What follows belongs to an exercise in optimizing a design on an open flow for small area, a short achievable clock period and few clock cycles per item; a production flow would make more cautious choices. In this exercise RTL edits were held to simulation tests only and were not proved equivalent to the original. The flow treats the clock pin as an ideal source, which a real chip does not have. Power and IR drop assume default switching activity.

$ cat design.v
`timescale 1ns/10ps
module givens_cordic #(
   parameter int data_w = 13
) (
   input  logic                     clk,
   input  logic                     rst_n,
   input  logic                     flush,
   input  logic signed [data_w-1:0] op_x,
   input  logic signed [data_w-1:0] op_y,
   input  logic                     start,
   input  logic                     mode,      
   input  logic [1:0]               pass,
   input  logic [1:0]               nxt_pass,
   input  logic [2:0]               row,       
   input  logic [1:0]               col,
   output logic                     done,
   output logic [2:0]               wr_row,
   output logic [1:0]               wr_col,
   output logic signed [data_w-1:0] res_x,
   output logic signed [data_w-1:0] res_y
);
   localparam int num_iter  = 8;
   localparam int ext_w     = data_w + 2;
   localparam int num_pass  = 3;
   localparam logic mode_vector = 1'b0;
   logic                    v_q    [1:num_iter];
   logic                    m_q    [1:num_iter];
   logic [1:0]              p_q    [1:num_iter];
   logic [2:0]              r_q    [1:num_iter];
   logic [1:0]              c_q    [1:num_iter];
   logic signed [ext_w-1:0] x_q    [1:num_iter];
   logic signed [ext_w-1:0] y_q    [1:num_iter];
   logic signed [data_w-1:0] x0_q;
   logic signed [data_w-1:0] y0_q;
   always_ff @(posedge clk) begin
      x0_q <= op_x;
      y0_q <= op_y;
   end
   logic [num_iter-1:0]     dir_q  [num_pass];
   logic                    d_q     [0:num_iter-1];
   logic                    d_nxt   [0:num_iter-1];
   logic                    rot_d_s [0:num_iter-1];
   logic                    v_s    [0:num_iter];
   logic                    m_s    [0:num_iter];
   logic [1:0]              p_s    [0:num_iter];
   logic [2:0]              r_s    [0:num_iter];
   logic [1:0]              c_s    [0:num_iter];
   logic signed [ext_w-1:0] x_s    [0:num_iter];
   logic signed [ext_w-1:0] y_s    [0:num_iter];
   logic signed [ext_w-1:0] nx_s   [0:num_iter-1];
   logic signed [ext_w-1:0] ny_s   [0:num_iter-1];
   logic                    d_s    [0:num_iter-1];
   always_comb begin
      v_s[0]  = start;
      m_s[0]  = mode;
      p_s[0]  = pass;
      r_s[0]  = row;
      c_s[0]  = col;
      x_s[0]  = ext_w'(x0_q);
      y_s[0]  = ext_w'(y0_q);
      for (int s = 1; s <= num_iter; s++) begin
         v_s[s]  = v_q[s];
         m_s[s]  = m_q[s];
         p_s[s]  = p_q[s];
         r_s[s]  = r_q[s];
         c_s[s]  = c_q[s];
         x_s[s]  = x_q[s];
         y_s[s]  = y_q[s];
      end
      d_s[0] = (m_s[0] == mode_vector) ? (x0_q[data_w-1] == y0_q[data_w-1]) : d_q[0];
      for (int s = 1; s < num_iter; s++) begin
         d_s[s] = d_q[s];
      end
      for (int s = 0; s < num_iter; s++) begin
         if (d_s[s]) begin
            nx_s[s] = x_s[s] + (y_s[s] >>> s);
            ny_s[s] = y_s[s] - (x_s[s] >>> s);
         end else begin
            nx_s[s] = x_s[s] - (y_s[s] >>> s);
            ny_s[s] = y_s[s] + (x_s[s] >>> s);
         end
      end
   end
   always_ff @(posedge clk or negedge rst_n) begin
      if (!rst_n) begin
         for (int s = 1; s <= num_iter; s++) begin
            v_q[s] <= 1'b0;
         end
      end else begin
         for (int s = 1; s <= num_iter; s++) begin
            v_q[s] <= v_s[s-1] && !flush;
         end
      end
   end
   always_comb begin
      rot_d_s[0] = (v_s[0] && m_s[0] == mode_vector && p_s[0] == nxt_pass)
                   ? d_s[0] : dir_q[nxt_pass][0];
      d_nxt[0]   = rot_d_s[0];
      for (int s = 1; s < num_iter; s++) begin
         rot_d_s[s] = (v_s[s] && m_s[s] == mode_vector && p_s[s] == p_s[s-1])
                      ? d_q[s] : dir_q[p_s[s-1]][s];
         d_nxt[s]   = (m_s[s-1] == mode_vector)
                      ? (nx_s[s-1][ext_w-1] == ny_s[s-1][ext_w-1]) : rot_d_s[s];
      end
   end
   always_ff @(posedge clk) begin
      for (int s = 0; s < num_iter; s++) begin
         d_q[s] <= d_nxt[s];
      end
      for (int s = 1; s <= num_iter; s++) begin
         m_q[s]  <= m_s[s-1];
         p_q[s]  <= p_s[s-1];
         r_q[s]  <= r_s[s-1];
         c_q[s]  <= c_s[s-1];
         x_q[s]  <= nx_s[s-1];
         y_q[s]  <= ny_s[s-1];
      end
      for (int s = 0; s < num_iter; s++) begin
         if (v_s[s] && m_s[s] == mode_vector) begin
            dir_q[p_s[s]][s] <= d_s[s];
         end
      end
   end
   logic [data_w+8:0] ext_x;
   logic [data_w+8:0] ext_y;
   logic [data_w+8:0] prod_x;
   logic [data_w+8:0] prod_y;
   assign ext_x  = (data_w+9)'(x_s[num_iter]);
   assign ext_y  = (data_w+9)'(y_s[num_iter]);
   assign prod_x = (ext_x << 8) + (ext_x << 6) - (ext_x << 3) - ext_x;
   assign prod_y = (ext_y << 8) + (ext_y << 6) - (ext_y << 3) - ext_y;
   assign done  = v_s[num_iter];
   assign wr_row = r_s[num_iter];
   assign wr_col = c_s[num_iter];
   assign res_x  = prod_x[data_w+8:9];
   assign res_y  = prod_y[data_w+8:9];
endmodule
`timescale 1ns/10ps
module matrix_store #(
   parameter int data_w = 13
) (
   input  logic                       clk,
   input  logic                       rst_n,
   input  logic                       flush,
   input  logic                       load_wr,
   input  logic [2:0]                 load_row,
   input  logic [4*data_w-1:0]        in,
   input  logic [2:0]                 rd_row,    
   input  logic [1:0]                 rd_col,
   input  logic [1:0]                 rd_even,   
   input  logic [1:0]                 rd_odd,
   output logic signed [data_w-1:0]   op_x,
   output logic signed [data_w-1:0]   op_y,
   input  logic                       wr_en,
   input  logic [2:0]                 wr_row,
   input  logic [1:0]                 wr_col,
   input  logic signed [data_w-1:0]   res_x,
   input  logic signed [data_w-1:0]   res_y,
   input  logic                       out_load,
   input  logic [2:0]                 out_row,
   output logic [4*data_w-1:0]        out
);
   localparam int num_rows = 8;
   localparam int num_cols = 4;
   logic signed [data_w-1:0] mat_q [num_rows*num_cols];
   logic [4*data_w-1:0]      out_q;
   logic                     rq_en_q;
   logic [2:0]               rq_row_q;
   logic [1:0]               rq_col_q;
   logic signed [data_w-1:0] rq_x_q;
   logic signed [data_w-1:0] rq_y_q;
   always_ff @(posedge clk or negedge rst_n) begin
      if (!rst_n) begin
         rq_en_q <= 1'b0;
      end else begin
         rq_en_q <= wr_en && !flush;
      end
   end
   always_ff @(posedge clk) begin
      rq_row_q <= wr_row;
      rq_col_q <= wr_col;
      rq_x_q   <= res_x;
      rq_y_q   <= res_y;
   end
   logic signed [data_w-1:0] res_even;
   logic signed [data_w-1:0] res_odd;
   logic [2:0]               rq_row_hi;
   logic [2:0]               wr_row_hi;
   assign res_even  = rq_row_q[0] ? rq_x_q : rq_y_q;
   assign res_odd   = rq_row_q[0] ? rq_y_q : rq_x_q;
   assign rq_row_hi = rq_row_q - 3'd1;
   assign wr_row_hi = wr_row - 3'd1;
   logic signed [data_w-1:0] bus_even [num_cols];
   logic signed [data_w-1:0] bus_odd  [num_cols];
   always_comb begin
      for (int c = 0; c < num_cols; c++) begin
         bus_even[c] = load_wr ? in[c*data_w +: data_w] : res_even;
         bus_odd[c]  = load_wr ? in[c*data_w +: data_w] : res_odd;
      end
   end
   always_ff @(posedge clk) begin
      for (int i = 0; i < num_rows*num_cols; i++) begin
         if ((load_wr && i[4:2] == load_row)
             || (rq_en_q && i[1:0] == rq_col_q && (i[4:2] == rq_row_q || i[4:2] == rq_row_hi))) begin
            mat_q[i] <= i[2] ? bus_odd[i[1:0]] : bus_even[i[1:0]];
         end
      end
   end
   logic signed [data_w-1:0] even_c [num_cols];
   logic signed [data_w-1:0] odd_c  [num_cols];
   logic signed [data_w-1:0] even_q;
   logic signed [data_w-1:0] odd_q;
   always_comb begin
      for (int c = 0; c < num_cols; c++) begin
         even_c[c] = mat_q[{rd_even, 1'b0, c[1:0]}];
         odd_c[c]  = mat_q[{rd_odd, 1'b1, c[1:0]}];
      end
   end
   assign even_q = even_c[rd_col];
   assign odd_q  = odd_c[rd_col];
   logic [2:0] rd_row_hi;
   assign rd_row_hi = rd_row - 3'd1;
   assign op_x   = (rq_en_q && rq_row_q == rd_row_hi && rq_col_q == rd_col) ? rq_y_q
                 : (load_wr && load_row == rd_row_hi && rd_col == 2'd0) ? in[data_w-1:0]
                 : rd_row[0] ? even_q : odd_q;
   assign op_y   = (wr_en && wr_row_hi == rd_row && wr_col == rd_col) ? res_x
                 : rd_row[0] ? odd_q : even_q;
   always_ff @(posedge clk or negedge rst_n) begin
      if (!rst_n) begin
         out_q <= '0;
      end else begin
         for (int c = 0; c < num_cols; c++) begin
            out_q[c*data_w +: data_w] <= !out_load ? '0
                                       : out_row[0] ? odd_c[c] : even_c[c];
         end
         if (out_load && wr_en && wr_col == 2'd3 && wr_row == out_row) begin
            out_q[3*data_w +: data_w] <= res_y;
         end
         if (out_load && rq_en_q && rq_col_q == 2'd3 && rq_row_hi == out_row) begin
            out_q[3*data_w +: data_w] <= rq_x_q;
         end
      end
   end
   assign out = out_q;
endmodule
`timescale 1ns/10ps
module qr_sequencer (
   input  logic       clk,
   input  logic       rst_n,
   input  logic       valid,
   output logic       load_wr,
   output logic [2:0] load_row,
   output logic       start,
   output logic       mode,
   output logic [1:0] pass,
   output logic       nxt_mode,
   output logic [1:0] nxt_pass,
   output logic [2:0] rd_row,
   output logic [1:0] rd_col,
   output logic [1:0] rd_even,    
   output logic [1:0] rd_odd,     
   output logic [2:0] row,
   output logic [1:0] col,
   output logic       out_load,
   output logic [2:0] out_row,
   output logic       out_valid,
   output logic       flush
);
   localparam logic mode_vector = 1'b0;
   localparam logic mode_rotate = 1'b1;
   localparam logic [3:0] last_round = 4'd9;
   localparam logic [3:0] last_phase = 4'd8;
   localparam logic [3:0] out_first  = 4'd6;
   localparam logic [3:0] out_last   = 4'd13;
   localparam logic [3:0] tail_last  = 4'd14;
   logic       loading_q;    
   logic [3:0] beats_q;      
   logic       calc_q;       
   logic [3:0] round_q;      
   logic [3:0] phase_q;      
   logic       tail_q;       
   logic [3:0] tail_cnt_q;
   logic       out_valid_q;
   logic       early_q;      
   logic       late_q;       
   logic       abort_q;
   logic       round_ok;
   logic       issue;
   logic       last_issue;
   logic       load_en;
   assign load_en  = valid && loading_q;
   assign load_wr  = loading_q;
   assign load_row = 3'(4'd7 - beats_q);
   assign round_ok   = (beats_q == 4'd8)
                    || (!late_q && ((beats_q > round_q)
                                    || (round_q == 4'd1 && beats_q <= 4'd1 && load_en)));
   assign issue      = (calc_q || load_en) && (phase_q != '0 || round_ok);
   assign last_issue = issue && (round_q == last_round) && (phase_q == last_phase);
   always_ff @(posedge clk or negedge rst_n) begin
      if (!rst_n) begin
         loading_q   <= 1'b1;
         beats_q     <= '0;
         calc_q      <= 1'b0;
         round_q     <= 4'd1;
         phase_q     <= '0;
         tail_q      <= 1'b0;
         tail_cnt_q  <= '0;
         out_valid_q <= 1'b0;
         early_q     <= 1'b0;
         late_q      <= 1'b0;
         abort_q     <= 1'b0;
      end else begin
         if (issue && loading_q) begin
            early_q <= 1'b1;
         end
         abort_q <= early_q && loading_q && !valid;
         if (load_en) begin
            beats_q <= beats_q + 4'd1;
            calc_q  <= 1'b1;
            if (beats_q == 4'd7) begin
               loading_q <= 1'b0;
            end
         end
         if (abort_q) begin
            phase_q <= '0;
            round_q <= 4'd1;
            early_q <= 1'b0;
            late_q  <= 1'b1;
         end else if (issue) begin
            if (phase_q == last_phase) begin
               phase_q <= '0;
               round_q <= round_q + 4'd1;
            end else begin
               phase_q <= phase_q + 4'd1;
            end
         end
         if (last_issue) begin
            calc_q     <= 1'b0;
            tail_q     <= 1'b1;
            tail_cnt_q <= 4'd1;
         end
         if (tail_q) begin
            tail_cnt_q <= tail_cnt_q + 4'd1;
            if (tail_cnt_q == tail_last) begin
               tail_q    <= 1'b0;
               loading_q <= 1'b1;
               beats_q   <= '0;
               round_q   <= 4'd1;
               late_q    <= 1'b0;
            end
         end
         out_valid_q <= out_load;
      end
   end
   logic       out_load_c;
   logic [2:0] out_row_c;
   logic       out_load_q;
   logic [2:0] out_row_q;
   assign out_load_c = tail_q && (tail_cnt_q >= out_first - 4'd1) && (tail_cnt_q <= out_last - 4'd1);
   assign out_row_c  = 3'(out_last - 4'd1 - tail_cnt_q);
   always_ff @(posedge clk or negedge rst_n) begin
      if (!rst_n) begin
         out_load_q <= 1'b0;
      end else begin
         out_load_q <= out_load_c;
      end
   end
   always_ff @(posedge clk) begin
      out_row_q <= out_row_c;
   end
   assign out_load  = out_load_q;
   assign out_row   = out_row_q;
   assign out_valid = out_valid_q;
   assign flush     = abort_q;
   logic [1:0] c_ph;
   logic [1:0] j_ph;
   always_comb begin
      case (phase_q)
         4'd0:    begin c_ph = 2'd0; j_ph = 2'd0; end
         4'd1:    begin c_ph = 2'd0; j_ph = 2'd1; end
         4'd2:    begin c_ph = 2'd1; j_ph = 2'd1; end
         4'd3:    begin c_ph = 2'd0; j_ph = 2'd2; end
         4'd4:    begin c_ph = 2'd1; j_ph = 2'd2; end
         4'd5:    begin c_ph = 2'd2; j_ph = 2'd2; end
         4'd6:    begin c_ph = 2'd0; j_ph = 2'd3; end
         4'd7:    begin c_ph = 2'd1; j_ph = 2'd3; end
         default: begin c_ph = 2'd2; j_ph = 2'd3; end
      endcase
   end
   logic [3:0] k_op;
   logic [2:0] row_lo;
   assign k_op   = round_q - {2'b00, c_ph, 1'b0};
   assign row_lo = 3'(4'd8 - k_op);
   logic       a_start_q;
   logic       a_mode_q;
   logic [1:0] a_pass_q;
   logic [2:0] a_row_q;
   logic [1:0] rd_even_q;
   logic [1:0] rd_odd_q;
   logic [1:0] a_col_q;
   logic       b_start_q;
   logic       b_mode_q;
   logic [1:0] b_pass_q;
   logic [2:0] b_row_q;
   logic [1:0] b_col_q;
   always_ff @(posedge clk or negedge rst_n) begin
      if (!rst_n) begin
         a_start_q <= 1'b0;
         b_start_q <= 1'b0;
      end else begin
         a_start_q <= !abort_q && issue && (k_op >= 4'd1) && (k_op <= 4'd7 - {2'b00, c_ph});
         b_start_q <= !abort_q && a_start_q;
      end
   end
   always_ff @(posedge clk) begin
      a_mode_q <= (c_ph == j_ph) ? mode_vector : mode_rotate;
      a_pass_q <= c_ph;
      a_row_q  <= row_lo;
      rd_even_q <= out_load_c ? out_row_c[2:1] : row_lo[2:1];
      rd_odd_q  <= out_load_c ? out_row_c[2:1]
                 : row_lo[0] ? row_lo[2:1] : row_lo[2:1] - 2'd1;
      a_col_q  <= j_ph;
      b_mode_q <= a_mode_q;
      b_pass_q <= a_pass_q;
      b_row_q  <= a_row_q;
      b_col_q  <= a_col_q;
   end
   assign rd_row   = a_row_q;
   assign rd_even  = rd_even_q;
   assign rd_odd   = rd_odd_q;
   assign rd_col   = a_col_q;
   assign nxt_mode = a_mode_q;
   assign nxt_pass = a_pass_q;
   assign start    = b_start_q;
   assign mode     = b_mode_q;
   assign pass     = b_pass_q;
   assign row      = b_row_q;
   assign col      = b_col_q;
endmodule
`timescale 1ns/10ps
module qr_cordic_top #(
   parameter int data_w = 13
) (
   input  logic                clk,
   input  logic                rst_n,
   input  logic                valid,
   input  logic [4*data_w-1:0] in,
   output logic                out_valid,
   output logic [4*data_w-1:0] out
);
   logic       load_wr;
   logic       flush;
   logic [2:0] load_row;
   logic       out_load;
   logic [2:0] out_row;
   logic                     gv_start;
   logic                     gv_mode;
   logic [1:0]               gv_pass;
   logic                     gv_nxt_mode;
   logic [1:0]               gv_nxt_pass;
   logic [2:0]               gv_rd_row;
   logic [1:0]               gv_rd_col;
   logic [1:0]               rd_even;
   logic [1:0]               rd_odd;
   logic [2:0]               gv_row;
   logic [1:0]               gv_col;
   logic signed [data_w-1:0] gv_op_x;
   logic signed [data_w-1:0] gv_op_y;
   logic                     gv_done;
   logic [2:0]               gv_wr_row;
   logic [1:0]               gv_wr_col;
   logic signed [data_w-1:0] gv_res_x;
   logic signed [data_w-1:0] gv_res_y;
   qr_sequencer qr_sequencer_i (
      .clk       (clk),
      .rst_n     (rst_n),
      .valid     (valid),
      .load_wr   (load_wr),
      .load_row  (load_row),
      .start     (gv_start),
      .mode      (gv_mode),
      .pass      (gv_pass),
      .nxt_mode  (gv_nxt_mode),
      .nxt_pass  (gv_nxt_pass),
      .rd_row    (gv_rd_row),
      .rd_col    (gv_rd_col),
      .rd_even   (rd_even),
      .rd_odd    (rd_odd),
      .row       (gv_row),
      .col       (gv_col),
      .out_load  (out_load),
      .out_row   (out_row),
      .out_valid (out_valid),
      .flush     (flush)
   );
   matrix_store #(.data_w(data_w)) matrix_store_i (
      .clk      (clk),
      .rst_n    (rst_n),
      .flush    (flush),
      .load_wr  (load_wr),
      .load_row (load_row),
      .in       (in),
      .rd_row   (gv_rd_row),
      .rd_col   (gv_rd_col),
      .rd_even  (rd_even),
      .rd_odd   (rd_odd),
      .op_x     (gv_op_x),
      .op_y     (gv_op_y),
      .wr_en    (gv_done),
      .wr_row   (gv_wr_row),
      .wr_col   (gv_wr_col),
      .res_x    (gv_res_x),
      .res_y    (gv_res_y),
      .out_load (out_load),
      .out_row  (out_row),
      .out      (out)
   );
   givens_cordic #(.data_w(data_w)) givens_cordic_i (
      .clk     (clk),
      .rst_n   (rst_n),
      .flush   (flush),
      .start   (gv_start),
      .mode    (gv_mode),
      .pass    (gv_pass),
      .nxt_pass (gv_nxt_pass),
      .row     (gv_row),
      .col     (gv_col),
      .op_x    (gv_op_x),
      .op_y    (gv_op_y),
      .done    (gv_done),
      .wr_row  (gv_wr_row),
      .wr_col  (gv_wr_col),
      .res_x   (gv_res_x),
      .res_y   (gv_res_y)
   );
endmodule
$ cat flow/run.sh
#!/bin/bash
# Standard layout (the standard.sh, standard synthesis unchanged) with
# these changes to how it is made: timing repair is asked to leave a setup
# margin, so that the layout is pushed below the design's clock period; the
# buffer on every input and output port is a plain buffer rather than the
# delay cell the resizer picks by default; and after clock tree synthesis the
# registers that drive output ports get a stronger drive (flow/outreg.tcl).
# Each step's output goes to its own log file here.
set -euo pipefail
ARGS=("SETUP_SLACK_MARGIN=8.6" "BUFFER_PORTS_ARGS=-buffer_cell sky130_fd_sc_hd__buf_4")
for step in synth floorplan place cts; do
  bash standard.sh "${ARGS[@]}" $step > log_$step.txt 2>&1
done
openroad -no_init -exit flow/outreg.tcl > log_outreg.txt 2>&1
bash standard.sh "${ARGS[@]}" finish > log_finish.txt 2>&1
$ cat flow/outreg.tcl
# Give the registers that drive output ports a stronger drive: each drives a
# long wire to its port buffer. Same cells, larger drive strength, placement
# legalized again.
set plat $::env(FLOW_HOME)/platforms/$::env(FLOW_PLATFORM)
set db orfs/results/$::env(FLOW_PLATFORM)/qr_cordic_top/base/4_cts.odb
read_db $db
read_liberty $plat/lib/sky130_fd_sc_hd__tt_025C_1v80.lib
set n 0
foreach inst [get_cells -quiet {matrix_store_i.out_q* qr_sequencer_i.out_valid_q*}] {
  set master [get_property [get_property $inst liberty_cell] name]
  if {$master eq "sky130_fd_sc_hd__dfrtp_1" || $master eq "sky130_fd_sc_hd__dfrtp_2"} {
    replace_cell $inst sky130_fd_sc_hd__dfrtp_4
    incr n
  }
}
puts "resized $n output registers"
detailed_placement
check_placement -verbose
write_db $db
$ cat standard.sh
#!/bin/bash
# synth_recipe.tcl (not shown) runs the flow's synth.tcl, then flattens the netlist and writes it again
# the make line also repeats each setting of config.mk as NAME=value (left out here)
make -C /OpenROAD-flow-scripts/flow DESIGN_CONFIG=/design/flow/config.mk WORK_HOME=/design/flow/orfs CLKGATE_MAP_FILE= SYNTH_SCRIPT=/design/flow/synth_recipe.tcl "${@:-finish}"
$ cat config.mk
export PLATFORM = sky130hd
export DESIGN_NAME = qr_cordic_top
export DESIGN_NICKNAME = qr_cordic_top
export VERILOG_FILES = /design/flow/design.v
export SDC_FILE = /design/flow/constraint.sdc
export NUM_CORES = 4
export LEC_CHECK = 0
export CAP_MARGIN = 30
export CORE_MARGIN = 2
export CORE_UTILIZATION = 30
export CTS_CLUSTER_DIAMETER = 100
export CTS_CLUSTER_SIZE = 24
export SLEW_MARGIN = 30
$ cat constraint.sdc
create_clock -name core_clock -period 12.5 [get_ports {clk}]
set_input_delay 2.5000 -clock core_clock [delete_from_list [all_inputs] [get_ports {clk}]]
set_output_delay 2.5000 -clock core_clock [all_outputs]
set_load 0.01 [all_outputs]
==> notes.md <==
## power by group through the flow
stage	logic (mW)	clock network (mW)	registers, mW
floorplan	0.000241	0	3.19
CTS	0.0255	1.77	3.12
detailed placement	0.0254	0	3.19
finish	0.0257	1.73	3.12
global placement	0.0251	0	3.19
global route	0.0276	1.87	3.12
## final cells by class
class | instances | area, um^2
diodes | 1 | 2.502
clock buffers | 74 | 1266
clock inverters | 8 | 123.9
fillers | 16100 | 106600
inverters | 279 | 1047
multi-input cells | 2988 | 23950
flip-flops and latches | 916 | 23470
well taps | 2160 | 2703
repair buffers | 154 | 1186
## state kept, by name (all words and copies together) (netlist names), 7 cells and up, named ones only
register / count
matrix_store_i.mat_q: 416
givens_cordic_i.y_q: 119
givens_cordic_i.x_q: 118
matrix_store_i.out_q: 52
givens_cordic_i.dir_q: 24
givens_cordic_i.r_q: 24
givens_cordic_i.c_q: 16
givens_cordic_i.p_q: 14
givens_cordic_i.x0_q: 13
givens_cordic_i.y0_q: 13
matrix_store_i.rq_x_q: 13
matrix_store_i.rq_y_q: 13
givens_cordic_i.d_q: 8
givens_cordic_i.v_q: 8
givens_cordic_i.m_q: 7
## what timing repair did
action                     4_1_cts  5_1_grt
resized for setup                6       22
hold buffers                     0        0
gates cloned                     0        0
setup endpoints to repair        8       13
setup buffers                    2        4
pin swaps                        0        3
## how the worst max path moves through the flow
stage | startpoint | end | slack, ns | cells after the start
2_1_floorplan | valid | qr_sequencer_i.tail_cnt_q[2] | 8.72 | 7
3_3_place_gp | valid | qr_sequencer_i.phase_q[3] | 8.37 | 8
3_5_place_dp | valid | qr_sequencer_i.phase_q[3] | 8.34 | 8
4_1_cts | matrix_store_i.out_q[42] | out[42] | 8.60 | 1
5_1_grt | givens_cordic_i.y_q[2][8] | givens_cordic_i.d_q[3] | 8.51 | 14
6_report | matrix_store_i.out_q[49] | out[49] | 8.63 | 1
## synth_stat cells, types with 9 or more instances
library cell,count,area share
nand2b_1,28,0.0036
nand4_1,16,0.0021
nor2b_1,107,0.014
a21o_1,54,0.0084
fa_1,64,0.026
nand3_1,85,0.0088
nor4_1,18,0.0023
dfxtp_1,382,0.16
edfxtp_1,447,0.28
o21a_1,26,0.0040
nor2_1,428,0.033
or2_2,12,0.0015
buf_2,18,0.0019
mux4_2,130,0.060
nand2_1,209,0.016
a21boi_0,9,0.0014
and3_1,16,0.0021
clkbuf_1,108,0.0084
nor3_1,148,0.015
or3_1,17,0.0022
o211ai_1,11,0.0017
mux2_2,20,0.0046
a31o_2,21,0.0038
o31ai_1,11,0.0017
a31oi_1,31,0.0040
a211oi_1,63,0.0098
a21oi_1,238,0.025
o2111ai_1,19,0.0034
mux2i_1,94,0.019
xnor2_1,275,0.050
inv_1,275,0.021
or4_1,9,0.0014
buf_1,10,0.00078
ha_1,339,0.088
xor2_1,129,0.023
dfrtp_1,85,0.044
nor3b_1,24,0.0037
and2_1,20,0.0026
o21ai_0,178,0.018
o21bai_1,40,0.0062
## kinds of logic after synthesis
group / after synthesis / share of synthesized area
DFF: 916 / 0.4800
muxes: 244 / 0.08452
adders and majority gates: 403 / 0.1140
xor gates and xnor gates: 406 / 0.07372
AOI/OAI and AO/OA: 768 / 0.1005
and+or+nand+nor: 1167 / 0.1144
buffers and inverters: 416 / 0.03278
## metal layers
layer	up-vias	global-route usage	routed length, um	share of wire
met3	209	0.03474	10560	0.079
li1	15520	-	-	-
met2	1104	0.2518	59770	0.45
met5	-	0	0	0
met1	16010	0.2189	59160	0.44
met4	0	0.04781	4562	0.034
## per-stage QoR
| stage | setup WS, ns | hold slack, ns | instance area [um^2] | std cells |
|---|---|---|---|---|
| 6_report | 8.630 | 0.3320 | 53750 | 6580 |
| 5_1_grt | 8.513 | 0.3381 | 53740 | 6579 |
| 4_1_cts | 8.600 | 0.3332 | 53390 | 6575 |
| 3_5_place_dp | 8.340 | 0.3121 | 51970 | 6491 |
| 3_3_place_gp | 8.370 | 0.3102 | 51850 | 6490 |
| 2_1_floorplan | 8.722 | 0.3096 | 48440 | 4320 |
==> results_dict.tcl <==
set metrics [dict create \
    htree_levels 2 \
    post-route-period-util 0.3096 \
    wl_per_cell_um 20.37 \
    grt_antenna_before_repair 2 \
    layout-drive-gt1-share 0.1220 \
    cap_violations 0 \
    wl_um 134000 \
    crit_family "flip-flops" \
    ant_nets 0 \
    power_frac_comb 0.005 \
    crit_fanout 1 \
    tritoncts "built" \
    final_common_cell "edfxtp_1" \
    grt_max_degree 90 \
    final_nets 4842 \
    path_class "register to primary output" \
    start_util 0.3020 \
    grt_first_pass_wirelength_um 199900 \
    syn_area_um2 48440 \
    swShare 0.2111 \
    p_sw_mw 1.030 \
    cp_slowest_cell "dfrtp_4" \
    final_hold_viol_count 0 \
    slew_headroom 0.3143 \
    gr-usage-all-layers 0.1597 \
    worstPathRequired_ns 10.00 \
    slew_violations 0 \
    drt-pass1-iter-count 8 \
    cts_buffers 45 \
    via_count 32840 \
    drc_errors 0 \
    r2r_end "givens_cordic_i.d_q[3]" \
    tns_ns 0 \
    hp-class "register to register" \
    holdCritStartpoint "givens_cordic_i.c_q[2][0]" \
    clock_sinks 916 \
    worst-slew-pin-transition_ns 1.027 \
    arrival_ns 1.37 \
    synth_edf_count 447 \
    power_density_nw_per_um2 90.74 \
    fin_util 0.3351 \
    r2r_slack_ns 8.74 \
    rsz0062_at_grt "false" \
    dieArea_um2 164700 \
    start_kind "register" \
    fin_skew_ns 0.05057 \
    worst_skew_pair.late_latency_ns 0.69 \
    path_clk_slew_ns 0.10 \
    cts_root_buffer "clkbuf_16" \
    core_area_um2 160400 \
    grt_pass1_vias 31940 \
    mostFrequentLayoutCells "447 x edfxtp_1, 428 x nor2_1, 373 x dfxtp_1" \
    fin_crit_ns 3.870 \
    fmax_ghz 0.2584 \
    syn_avg_cell_area_um2 11.21 \
    sequentialPowerShare 0.639 \
    drt-initial-drc-count 3299 \
    synth_cell_types 89 \
    routabilityCongestion 0.9006 \
    rr_worst_depth 14 \
    yosysSeqAreaShare 0.4800 \
    hold_end "givens_cordic_i.c_q[3][0]" \
    pin_count 108 \
    synth_flop_cell "edfxtp_1" \
    intPower_mw 3.847 \
    p_leak_nw 20.93 \
    totalPowerFinal_mw 4.877 \
    fp-row-count 147 \
    syn_nets 4778 \
    status "finished clean" \
    setup_viol 0 \
    synth.ff_latch_count 916 \
    dieHeight_um 405.8 \
    max_stage_delay_ns 0.55 \
    netlist_instances 4320 \
    pwr-share-clk 0.356 \
    grt.overflow.total 0 \
    timing.critical_path.buf_inv 1 \
    avgViaCountPerCell 4.990 \
    async_flop_share 0.09498 \
    syn_to_final_growth_pct 10.96 \
    worstSetupEndpointType "primary output" \
    clock_path_buffers 3 \
    synth_warnings 28 \
    numPortBuffers 107 \
    cp_cell_sequence "buf_4" \
    min_path_cells 0 \
    die_w_um 405.8 \
    worstReg2RegStart "givens_cordic_i.y_q[2][8]" \
    dp_hpwl_um 100300 \
    ir_drop_mv 0.09853 \
]
Testbench counts, summed over its fixed seeds: cycles 9,120, matrices 96.

==> port drivers added, routing unchanged <==
In the flow no input, the clock included, has a driving cell. The finished layout below was timed again as built, in two steps. Step 1, drivers: a clkbuf_16 drives clk and a buf_2 each remaining input, both assumed. Step 2, shift: input delay + t, output delay - t, t = (earliest + latest rising clock arrival at the registers) / 2. This alone moves slack from input paths to output paths. Three values: ideal, step 1, step 2; two values: the first two.
t (ns): 0.732
setup WS [ns]: 8.630 / 8.556 / 8.331
worst data-port slew with drivers (ns): 0.08
cell pins on the clock port's net: 1
After both steps this run still meets setup and hold. The setup slack of this run moves by -0.074 ns with the drivers and by -0.299 ns with both steps.
